This design comes from an exercise in tuning for a short achievable clock period and few clock cycles on the open sky130 flow, not from production work.
At most, simulation tests tie the RTL to the original design; equivalence was not proved.
The flow treats the clock pin as an ideal source. Dropping or thinning the clock tree relies on that and would not hold on a real chip.
Power and IR drop assume default switching activity.

the reference run:
==> flow/design.v (excerpt) <==
module processor (
    input  logic  clock,
    input  logic  rst_n,
    output cpu_pkg::addr_t fetch_address,
    input  cpu_pkg::word_t instruction,
    output cpu_pkg::addr_t memory_address,
    output logic  memory_read,
    output logic  memory_write,
    output cpu_pkg::word_t memory_write_data,
    input  cpu_pkg::word_t memory_read_data
);
    logic [31:0] pc;                  
    logic        d_valid;
    logic [4:0]  d_rs, d_rt, d_dst;
    logic        d_wr, d_lw, d_sw, d_beq, d_bne, d_use_imm, d_addiu;
    logic [31:0] d_imm;
    logic [4:0]  d_op;
    logic        d_pred, d_redirect;
    logic [31:0] d_tgt;
    logic [3:0][31:0] d_rs_sel, d_rt_sel;   
    logic [31:0] e_a, e_b, e_t;
    logic [3:0][6:0] e_fa, e_fb;       
    logic [3:0][7:0] e_fx;
    logic [3:0]  e_ft;
    logic [4:0]  e_op_n;
    logic [6:0]  e_op_l;
    logic [1:0]  e_op_ll;
    logic        e_addr_l;
    logic [7:0][4:0] e_kind;           
    logic        e_sl_a;
    logic        e_wr, e_load, e_store;
    logic [5:0]  e_mis_eq, e_mis_ne;   
    logic        e_mis_same, e_mis_l_eq, e_mis_l_ne;
    logic [2:0]  e_x_sel;
    logic [4:0]  e_dst;
    logic [31:0] e_alt;                
    logic [31:0] m_n, m_la, m_ls, m_lr;             
    logic        m_sltb;
    logic [7:0][4:0] m_kind;                        
    logic [31:0] m_res, m_res2;                     
    logic [31:0] m_addr, m_wdata;
    logic        m_wr, m_load, m_rd, m_store;
    logic [4:0]  m_dst;
    logic [31:0] w_val;                
  ...
Size: roughly 100000 sq um of cells after synthesis.
==> flow/config.mk <==
export PLATFORM = sky130hd
export DESIGN_NAME = processor
export DESIGN_NICKNAME = processor
export VERILOG_FILES = /design/flow/design.v
export SDC_FILE = /design/flow/constraint.sdc
export NUM_CORES = 8
export LEC_CHECK = 0
export CAP_MARGIN = 20
export CORE_MARGIN = 2
export CORE_UTILIZATION = 50
export SLEW_MARGIN = 20
export SYNTH_HIERARCHICAL = 1
export SYNTH_MINIMUM_KEEP_SIZE = 0
==> flow/constraint.sdc <==
create_clock -name core_clock -period 10.0 [get_ports {clock}]
set_input_delay 2.0000 -clock core_clock [delete_from_list [all_inputs] [get_ports {clock}]]
set_output_delay 2.0000 -clock core_clock [all_outputs]
set_load 0.01 [all_outputs]
standard.sh (not shown) runs the stock make flow with config.mk's settings and CLKGATE_MAP_FILE= SYNTH_SCRIPT=/design/flow/synth_recipe.tcl, a recipe that flattens the netlist after the stock synthesis.
==> flow/flow/run.sh <==
#!/bin/bash
# The standard ORFS layout (standard.sh), with these changes to how it works:
# - timing repair aims 7.3 ns below the 10 ns clock (SETUP_SLACK_MARGIN; the SDC
#   is unchanged, the margin only sets how far repair_timing goes);
# - the clock tree is built by flow/mycts.tcl (through the PRE_CTS_TCL hook):
#   four root buffers at the clock port, each driving four middle buffers,
#   each driving leaf buffers over balanced clusters of about 14 flip-flops,
#   instead of TritonCTS's tree.
set -uo pipefail
here=$(pwd)
export SETUP_SLACK_MARGIN=7.3
export PRE_CTS_TCL=$here/flow/pre_cts.tcl
export MYCTS_PER_LEAF=14
export MYCTS_NMID=16
bash standard.sh > make_flow.log 2>&1
Other scripts of this flow, unchanged in this note and not shown: flow/flow/mycts.tcl, flow/flow/pre_cts.tcl
diff inputs: the reference run => the trial run
diff --git a/flow/design.v b/flow/design.v
--- a/flow/design.v
+++ b/flow/design.v
@@ -196,24 +196,27 @@
     logic byp;
     assign byp = m_wr && m_dst == idx;
     always_comb begin
         sel[0] = byp;
         for (int i = 1; i < 32; i++) sel[i] = (idx == 5'(i)) && !byp && valid_next[i];
     end
 endmodule
 `default_nettype wire
 `default_nettype none
 module c_inv (input logic a, output logic y);
     assign y = ~a;
 endmodule
+module c_buf (input logic a, output logic y);
+    assign y = a;
+endmodule
 module c_nand2 (input logic a, input logic b, output logic y);
     assign y = ~(a & b);
 endmodule
 module c_nor2 (input logic a, input logic b, output logic y);
     assign y = ~(a | b);
 endmodule
 module c_xor2 (input logic a, input logic b, output logic y);
     assign y = a ^ b;
 endmodule
 module c_xnor2 (input logic a, input logic b, output logic y);
     assign y = ~(a ^ b);
 endmodule
@@ -768,32 +771,37 @@
         .bne       (f_bne),
         .j         (f_j),
         .addiu     (f_addiu),
         .br_r0     (f_br_r0),
         .use_imm   (f_use_imm),
         .imm       (f_imm),
         .sx        (f_sx),
         .alu_op    (f_op),
         .pred      (f_pred_static),
         .redirect  (f_redirect_static),
         .target    (f_tgt)
     );
+    logic [31:0]      n_rs_sel1, n_rt_sel1;
     logic [3:0][31:0] n_rs_sel, n_rt_sel;
     logic [31:1]      rf_valid_next;
+    read_select u_rs_sel (.idx(f_rs), .m_wr(m_wr), .m_dst(m_dst), .valid_next(rf_valid_next),
+                          .sel(n_rs_sel1));
+    read_select u_rt_sel (.idx(f_rt), .m_wr(m_wr), .m_dst(m_dst), .valid_next(rf_valid_next),
+                          .sel(n_rt_sel1));
     generate
         for (genvar k = 0; k < 4; k++) begin : g_rsel
-            read_select u_rs (.idx(f_rs), .m_wr(m_wr), .m_dst(m_dst), .valid_next(rf_valid_next),
-                              .sel(n_rs_sel[k]));
-            read_select u_rt (.idx(f_rt), .m_wr(m_wr), .m_dst(m_dst), .valid_next(rf_valid_next),
-                              .sel(n_rt_sel[k]));
+            for (genvar j = 0; j < 32; j++) begin : g_b
+                c_buf u_s (.a(n_rs_sel1[j]), .y(n_rs_sel[k][j]));
+                c_buf u_t (.a(n_rt_sel1[j]), .y(n_rt_sel[k][j]));
+            end
         end
     endgenerate
     logic       mispredict;
     logic [7:0] mis_if_leq, mis_if_lne, mis_if_leq_n, mis_if_lne_n;
     logic [7:0] eq_l, ne_l;       
     logic [31:0] rs_val, rt_val_d;
     register_file register_file_inst (
         .clock      (clock),
         .rst_n      (rst_n),
         .rs_sel     (d_rs_sel),
         .rt_sel     (d_rt_sel),
         .rs_data    (rs_val),
Results
Against the reference run as the reference, the trial run delivers a lower worst setup slack. The trial run — global routing usage on met1 2.5 points higher, the reference run as reference. Going from the reference run to the trial run, total power decreased by 2.2% relative to the old numbers, number of antenna violations at the first check in global routing +12, synthesized cell count lower, global-route usage went down, routed wire length went down.
Testbench counts of the trial run, summed over its fixed seeds: cycles 34,950.
For the reference run, only the layout was checked, not whether the RTL still works. In every run of this note, the design's own scripts or RTL, not TritonCTS, make the clock network.

==> port drivers added, routing unchanged <==
The results above use ideal ports. As a check the final layouts listed here were re-extracted and re-timed, cells and wires unchanged.
Step 1 (the two cells are an assumption about what drives the block):
set clk [get_ports {clock}]
set_driving_cell -lib_cell sky130_fd_sc_hd__clkbuf_16 $clk
set_driving_cell -lib_cell sky130_fd_sc_hd__buf_2 [delete_from_list [all_inputs] $clk]
Step 2 adds t to the input delays and takes it off the output delays; t is the mean of the earliest and latest rising clock arrival at the registers after step 1. Input paths then give back, and output paths get back, about the clock's delay inside the block.
Slacks: no drivers / after step 1 / after step 2; pairs: no drivers / after step 1.
| run | t (ns) | setup WS [ns] | worst setup path after step 2 | pins driven straight from the clock port |
|---|---|---|---|---|
| the reference run | 0.822 | 6.825 / 6.626 / 6.093 | input to register | 4 |
| the trial run | 0.818 | 6.806 / 6.611 / 6.221 | input to register | 4 |
After both steps setup and hold are still met in every run listed. The setup slack of the reference run, which loses most, moves by -0.199 ns with the drivers and by -0.732 ns with both steps.
